This design comes from an exercise in tuning for small area, a short achievable clock period and few clock cycles per item on the open sky130 flow, not from production work. Where RTL was checked, it was by simulation tests only, not by an equivalence proof against the original. Power and IR drop assume default switching activity.

run 1:
Design record_batch_validator, start of the top module:
module record_batch_validator
(
  input  logic               clk,
  input  logic               rst,
  input  logic               in_valid,
  output logic               in_ready,
  input  logic [7:0]         data_byte,
  input  logic               end_of_span,
  input  logic               cfg_write,
  input  logic               cfg_data,
  output logic               out_valid,
  input  logic               out_ready,
  output logic               kind,
  output logic [7:0]         payload_byte,
  output logic [2:0]         status,
  output logic signed [63:0] batch_base,
  output logic [15:0]        attributes,
  output logic signed [63:0] writer_id,
  output logic signed [15:0] writer_epoch,
  output logic signed [31:0] first_seq,
  output logic signed [31:0] rec_count,
  output logic [31:0]        batch_size,
  output logic signed [63:0] final_offset,
  output logic               is_last
);
  logic       rv;          
  logic [7:0] rb;
  logic       re;
  logic       sv;          
  logic [7:0] sb;
  logic       se;
  logic       consume;     
  assign in_ready = !sv;
  always_ff @(posedge clk) begin
    if (rst) begin
      rv <= 1'b0;
      sv <= 1'b0;
    end else if (rv && !consume) begin
      if (in_valid && !sv) sv <= 1'b1;
    end else if (sv) begin
      rv <= 1'b1;
  ...
export LEC_CHECK = 0
export ABC_CLOCK_PERIOD_IN_PS = 2800
export CAP_MARGIN = 20
export CORE_MARGIN = 2
export CORE_UTILIZATION = 60
export PLACE_DENSITY = 0.75
export SETUP_SLACK_MARGIN = 4.0
export SLEW_MARGIN = 20
create_clock -name core_clock -period 7.0 [get_ports {clk}]
standard.sh (not shown) runs the stock make flow with config.mk's settings and CLKGATE_MAP_FILE= SYNTH_SCRIPT=/design/flow/synth_recipe.tcl, a recipe that flattens the netlist after the stock synthesis.
==> flow/flow/run.sh <==
#!/bin/bash
# Standard layout, except that the port buffers are the small sky130 buffer
# instead of the delay buffer buffer_ports picks by default.
set -uo pipefail
bash standard.sh synth > synth.log 2>&1 || exit 1
export BUFFER_PORTS_ARGS="-buffer_cell sky130_fd_sc_hd__buf_1"
bash standard.sh > layout.log 2>&1
Testbench counts of run 1, summed over its fixed seeds: cycles 30,292, bytes 30,182.
#### Input delta (run 2 over run 1)
--- a/flow/design.v
+++ b/flow/design.v
@@ -197,50 +197,50 @@
     end
   end
   logic [2:0] fsq;         
   logic       fcar;        
   logic       fbw;         
   logic       f_shift;
   logic       f_add;
   logic [7:0] f_addend;
   logic [7:0] f_lane0;
   logic [8:0] f_sum;
   logic [7:0] f_dec;
-  assign f_shift  = hw && (cl >= 6'd2) && (cl <= 6'd9);
-  assign f_add    = (hw && (cl >= 6'd33) && (cl <= 6'd36)) || (fsq != 3'd0);
-  assign f_addend = (fsq != 3'd0) ? {8{!rc_n[31]}} : rb;
+  assign f_shift  = act && !pay && (cl >= 6'd2) && (cl <= 6'd9);
+  assign f_add    = (act && !pay && (cl >= 6'd34) && (cl <= 6'd36)) || (fsq != 3'd0);
+  assign f_addend = (fsq >= 3'd2) ? {8{!rc_n[31]}} : pr;
   assign f_lane0  = ~fo_n[7:0];
   assign f_sum    = {1'b0, f_lane0} + {1'b0, f_addend} + {8'd0, fcar};
   assign f_dec    = pr - {7'd0, fbw};
-  assign fbusy    = (fsq != 3'd0) && (fsq != 3'd4);
+  assign fbusy    = (fsq != 3'd0) && (fsq != 3'd5);
   always_ff @(posedge clk) begin
     if (f_shift || f_add) begin
       fo_n <= {f_shift ? ~f_dec : ~f_sum[7:0], fo_n[63:8]};
     end
     if (act && p0) begin
       fbw <= 1'b1;
     end else if (f_shift) begin
       fbw <= fbw && (pr == 8'd0);
     end
-    if (hw && cl == 6'd2) begin
+    if (act && !pay && cl == 6'd33) begin
       fcar <= 1'b0;
     end else if (f_add) begin
       fcar <= f_sum[8];
     end
   end
   always_ff @(posedge clk) begin
     if (rst) begin
       fsq <= 3'd0;
     end else if (act && at35) begin
       fsq <= 3'd1;
-    end else if (fsq == 3'd4) begin
+    end else if (fsq == 3'd5) begin
       fsq <= 3'd0;
     end else if (fsq != 3'd0) begin
       fsq <= fsq + 3'd1;
     end
   end
   always_ff @(posedge clk) begin
     if (rst) begin
       peek_mode <= 1'b0;
     end else if (cfg_write) begin
       peek_mode <= cfg_data;
     end
==> run notes <==
- Diff run 1 -> run 2 | instance count of the mapped netlist | decrease of 21
- Of run 1 and run 2, the lower clock tree skew after final layout belongs to run 2.
- Final total power: run 1 and run 2 compared, higher one is run 2
- Utilization: run 2 < run 1
- In the reports for run 1 and run 2, the larger clock group share of total power belongs to run 2.
- The count of clock-buffer cells in the layout reported for run 2 is smaller than that of run 1 by 6.8%.
- Against run 1, routability congestion estimate in run 2 rose by a few percent.
- Post-CTS repair timing setup buffer count, run 1 and run 2: smaller value in run 2
- When run 2 is set beside run 1, its worst-case reg-to-reg path depth turns out to be 8 smaller.
- Total routed wire length on the met1 layer (lower): run 2
For run 2, only the layout was checked, not whether the RTL still works.

========
Another version of the RTL of record_batch_validator (not shown whole).
Size: about 1600 cells after synthesis, ~470 flip-flops, ~350 I/O pins, roughly 20000 um2 of cells after synthesis.
clock: 7.0 ns
lec_check: 0
abc_clock_period_in_ps: 2800
cap_margin: 20
core_margin: 2
core_utilization: 60
place_density: 0.75
setup_slack_margin: 4.0
slew_margin: 20
Scripts as last shown in full above: flow/flow/run.sh
==> next run, changes <==
--- a/flow/design.v
+++ b/flow/design.v
@@ -10,41 +10,18 @@
   localparam logic [2:0] ST_CRC     = 3'd4;
   function automatic logic [31:0] crc32c_byte(input logic [31:0] crc, input logic [7:0] b);
     logic [31:0] c;
     c = crc ^ {24'h0, b};
     for (int k = 0; k < 8; k++) begin
       c = c[0] ? ((c >> 1) ^ CRC_POLY) : (c >> 1);
     end
     crc32c_byte = c;
   endfunction
-  function automatic logic [8:0] add8_ks(input logic [7:0] a, input logic [7:0] b, input logic ci);
-    logic [8:0] g;
-    logic [8:0] p;
-    g = {a & b, ci};
-    p = {a ^ b, 1'b0};
-    for (int d = 1; d < 9; d = d * 2) begin
-      for (int i = 8; i >= d; i--) begin
-        g[i] = g[i] | (p[i] & g[i - d]);
-        p[i] = p[i] & p[i - d];
-      end
-    end
-    add8_ks = {g[8], (a ^ b) ^ g[7:0]};
-  endfunction
-  function automatic logic [31:0] inc32_pp(input logic [31:0] x);
-    logic [31:0] c;
-    c = {x[30:0], 1'b1};
-    for (int d = 1; d < 32; d = d * 2) begin
-      for (int i = 31; i >= d + 1; i--) begin
-        c[i] = c[i] & c[i - d];
-      end
-    end
-    inc32_pp = x ^ c;
-  endfunction
 endpackage
 `default_nettype wire
 `timescale 1ns / 1ps
 `default_nettype none
 module record_batch_validator
 (
   input  logic               clk,
   input  logic               rst,
   input  logic               in_valid,
@@ -152,19 +129,19 @@
       cnt   <= 32'd1;
       pay   <= 1'b0;
       vdone <= 1'b0;
     end else if (consume) begin
       if (re) begin
         cnt   <= 32'd1;
         pay   <= 1'b0;
         vdone <= 1'b0;
       end else if (!vdone) begin
-        cnt <= rbv_pkg::inc32_pp(cnt);
+        cnt <= cnt + 32'd1;
         if (at35) begin
           pay   <= 1'b1;
           vdone <= neg || (~tot_n < 32'd36) || peek_mode || (~tot_n == 32'd36);
         end else if (pay) begin
           vdone <= is_last_pl;
         end
       end
     end
   end
@@ -225,19 +202,19 @@
   logic       f_add;
   logic [7:0] f_addend;
   logic [7:0] f_lane0;
   logic [8:0] f_sum;
   logic [7:0] f_dec;
   assign f_shift  = hw && (cl >= 6'd2) && (cl <= 6'd9);
   assign f_add    = (hw && (cl >= 6'd33) && (cl <= 6'd36)) || (fsq != 3'd0);
   assign f_addend = (fsq != 3'd0) ? {8{!rc_n[31]}} : rb;
   assign f_lane0  = ~fo_n[7:0];
-  assign f_sum    = rbv_pkg::add8_ks(f_lane0, f_addend, fcar);
+  assign f_sum    = {1'b0, f_lane0} + {1'b0, f_addend} + {8'd0, fcar};
   assign f_dec    = pr - {7'd0, fbw};
   assign fbusy    = (fsq != 3'd0) && (fsq != 3'd4);
   always_ff @(posedge clk) begin
     if (f_shift || f_add) begin
       fo_n <= {f_shift ? ~f_dec : ~f_sum[7:0], fo_n[63:8]};
     end
     if (act && p0) begin
       fbw <= 1'b1;
     end else if (f_shift) begin
Die area goes down by 1.3%.
Design area goes up by 0.60%.
Global-route usage came out higher by 2.4 points.
Hold slack gains 0.0048 ns.
Utilization grows by 0.98 points.
Total power hardly moves.
Routed wire length grows by 8.8%.
Fmax increases by 0.58%.
Via count rises by 3.7%.
Worst setup slack is better by 0.018 ns.
Area after synthesis is lower by 1.3%.
Clock power stays flat.
Testbench counts after the change, summed over its fixed seeds: cycles 30,292, bytes 30,182.
For the first run of this note, only the layout was checked, not whether the RTL still works.

========
## rev 12
Another version of the RTL of record_batch_validator (not shown whole).
For scale: roughly 1,600 cells after synthesis, ~480 flip-flops, roughly 20,000 um^2 of cells after synthesis.
clock: 7.0 ns
lec_check: 0
abc_clock_period_in_ps: 2800
cap_margin: 20
core_margin: 2
core_utilization: 60
cts_cluster_diameter: 60
cts_cluster_size: 24
place_density: 0.75
setup_slack_margin: 4.1
slew_margin: 20
Scripts as last shown in full above: flow/flow/run.sh
--- input diff rev 12..rev 13 ---
--- a/flow/design.v
+++ b/flow/design.v
@@ -115,14 +115,13 @@
   logic [31:0] rc_n;
   logic [31:0] crc;
   logic [63:0] fo_n;
   logic        ov;
   logic        okind;
   logic [2:0]  ost;
-  logic        h_bbl, h_bbh, h_attr, h_widl, h_widh, h_ep, h_seq, h_rc, h_fol, h_foh, h_tot;
-  logic        ps;         
+  logic        h_bb, h_attr, h_wid, h_ep, h_seq, h_rc, h_fol, h_foh, h_tot;
   logic [7:0]  pr;         
   logic [7:0]  pr2;        
   logic        vpend;      
   logic        vchk;       
   logic [2:0]  vst;        
   logic        fbusy;      
@@ -302,19 +301,16 @@
       ov_d    = 1'b0;
     end
   end
   always_ff @(posedge clk) begin
     okind  <= okind_d;
     ost    <= ost_d;
-    h_bbl  <= ohide_d || (hw && cl >= 6'd3  && cl <= 6'd4);
-    h_bbh  <= ohide_d || (hw && cl >= 6'd5  && cl <= 6'd8);
+    h_bb   <= ohide_d || (hw && cl >= 6'd3  && cl <= 6'd8);
     h_tot  <= ohide_d || (hw && cl >= 6'd9  && cl <= 6'd12) || (ost_d == rbv_pkg::ST_NEG_LEN);
     h_attr <= ohide_d || (hw && cl >= 6'd17 && cl <= 6'd18);
-    h_widl <= ohide_d || (hw && cl >= 6'd19 && cl <= 6'd22);
-    h_widh <= ohide_d || (hw && cl >= 6'd23 && cl <= 6'd26);
-    ps     <= ov_d && !okind_d;
+    h_wid  <= ohide_d || (hw && cl >= 6'd19 && cl <= 6'd26);
     h_ep   <= ohide_d || (hw && cl >= 6'd27 && cl <= 6'd28);
     h_seq  <= ohide_d || (hw && cl >= 6'd29 && cl <= 6'd32);
     h_rc   <= ohide_d || (hw && cl >= 6'd33 && cl <= 6'd36);
     h_fol  <= ohide_d || (hw && cl >= 6'd3  && cl <= 6'd6);
     h_foh  <= ohide_d || (hw && cl >= 6'd7  && cl <= 6'd10);
   end
@@ -357,16 +353,16 @@
     end
   end
   assign out_valid    = ov;
   assign kind         = okind;
   assign is_last      = okind;
   assign status       = ost;
-  assign payload_byte = pr & {8{ps}};
-  assign batch_base   = ~(bb_n | {{32{h_bbh}}, {32{h_bbl}}});
+  assign payload_byte = pr & {8{!okind}};
+  assign batch_base   = ~(bb_n | {64{h_bb}});
   assign attributes   = ~(attr_n | {16{h_attr}});
-  assign writer_id    = ~(wid_n | {{32{h_widh}}, {32{h_widl}}});
+  assign writer_id    = ~(wid_n | {64{h_wid}});
   assign writer_epoch = ~(ep_n | {16{h_ep}});
   assign first_seq    = ~(seq_n | {32{h_seq}});
   assign rec_count    = ~(rc_n | {32{h_rc}});
   assign batch_size   = ~(tot_n | {32{h_tot}});
   assign final_offset = ~(fo_n | {{32{h_foh}}, {32{h_fol}}});
 endmodule
Findings:
On buffering stage count on the worst path with inverters included, the higher figure sits with rev 13, not rev 12. Of rev 13 and rev 12, rev 13 shows the lower standard cell area after detailed placement, with rev 12 above it. Re post-CTS resize count: rev 13 is 13% down on rev 12. Rev 12 fits on a die that is larger than the die of rev 13. The estimated power of rev 13 ends up lower than the estimate for rev 12.
Testbench counts of rev 13, summed over its fixed seeds: cycles 30,292, bytes 30,182.
No functional check of the RTL was part of rev 12.

========
RTL: one of the versions met above, not the one the previous note started from.
Size in the first run: ~480 flip-flops, about 350 I/O pins, roughly 0.020 mm^2 of cells after synthesis.
clock: 7.0 ns
lec_check: 0
abc_clock_period_in_ps: 2800
cap_margin: 20
core_margin: 2
core_utilization: 60
cts_cluster_diameter: 60
cts_cluster_size: 24
place_density: 0.75
setup_slack_margin: 4.0
slew_margin: 20
Scripts as last shown in full above: flow/flow/run.sh
Testbench counts at the start, summed over its fixed seeds: cycles 30,292, bytes 30,182.
Change:
--- a/flow/design.v
+++ b/flow/design.v
@@ -142,21 +142,20 @@
   assign p0       = !pay && (cl == 6'd1);
   assign consume  = rv && (vdone || hdr2 || outfree || (p0 && !re && payfree));
   assign act      = consume && !vdone;
   assign hdr      = !pay && !vdone;
   assign at35     = !pay && (cl == 6'd36);
   assign crcok    = (crc == hcrc_n);
   assign is_last_pl = (cnt == ~tot_n);
   logic [7:0] tsum;
   logic       tco;
-  assign {tco, tsum} = rbv_pkg::add8_ks((cl == 6'd12) ? {1'b0, rb[6:0]} : rb,
-                                        (cl == 6'd9) ? 8'd12 : 8'd0,
-                                        (cl != 6'd9) && tcarry);
+  assign {tco, tsum} = {1'b0, (cl == 6'd12) ? {1'b0, rb[6:0]} : rb}
+                     + ((cl == 6'd9) ? 9'd12 : {8'd0, tcarry});
   always_ff @(posedge clk) begin
     if (rst) begin
       cnt   <= 32'd1;
       pay   <= 1'b0;
       vdone <= 1'b0;
     end else if (consume) begin
       if (re) begin
         cnt   <= 32'd1;
         pay   <= 1'b0;
- sequential share of layout area grows by 0.15 points
- total power grows slightly
- wire length shrinks by a few percent
- critical path depth stays the same
- combinational power grows by a few percent
- clock skew grows by 0.0060 ns
- cell area barely changes
- worst setup slack gains 0.012 ns
- final cell count grows slightly
- register-to-register slack gains 0.11 ns
- worst hold slack loses 0.0048 ns
- die area hardly moves
Function not checked in the second run of this note: the RTL went through the layout flow alone.

## port drivers added, routing unchanged
In the flow no input, the clock included, has a driving cell. The finished layouts below were timed again as built, in two steps.
Step 1: set_driving_cell puts a clkbuf_16 on clk and a buf_2 on each other input, an assumption about the parent block.
Step 2 adds t to the input delays and takes it off the output delays; t is the mean of the earliest and latest rising clock arrival at the registers after step 1. Input paths then give back, and output paths get back, about the clock's delay inside the block.
a / b / c = no drivers / after step 1 / after step 2; a / b = the first two.
run	t, ns	setup slack, ns	worst hold slack (ns)	worst slew at a driven data input, ns
run 1	0.607	3.539 / 3.539 / 3.154	0.454 / 0.454 / 0.454	0.07
run 2	0.611	3.928 / 3.874 / 3.457	0.444 / 0.444 / 0.444	0.03
the first run of note 2	0.602	3.928 / 3.910 / 3.308	0.445 / 0.445 / 0.445	0.07
the second run of note 2	0.593	3.946 / 3.932 / 3.338	0.450 / 0.450 / 0.450	0.09
rev 12	0.583	4.174 / 4.132 / 3.618	0.453 / 0.453 / 0.453	0.06
rev 13	0.585	4.132 / 4.074 / 3.647	0.452 / 0.452 / 0.452	0.04
the first run of note 4	0.578	4.058 / 4.002 / 3.582	0.451 / 0.451 / 0.451	0.04
the second run of note 4	0.576	4.070 / 4.019 / 3.658	0.446 / 0.446 / 0.446	0.06
After both steps setup and hold are still met in every run listed. For the first run of note 2, which loses most, drivers alone change the setup slack by -0.018 ns; drivers and shift together by -0.620 ns.
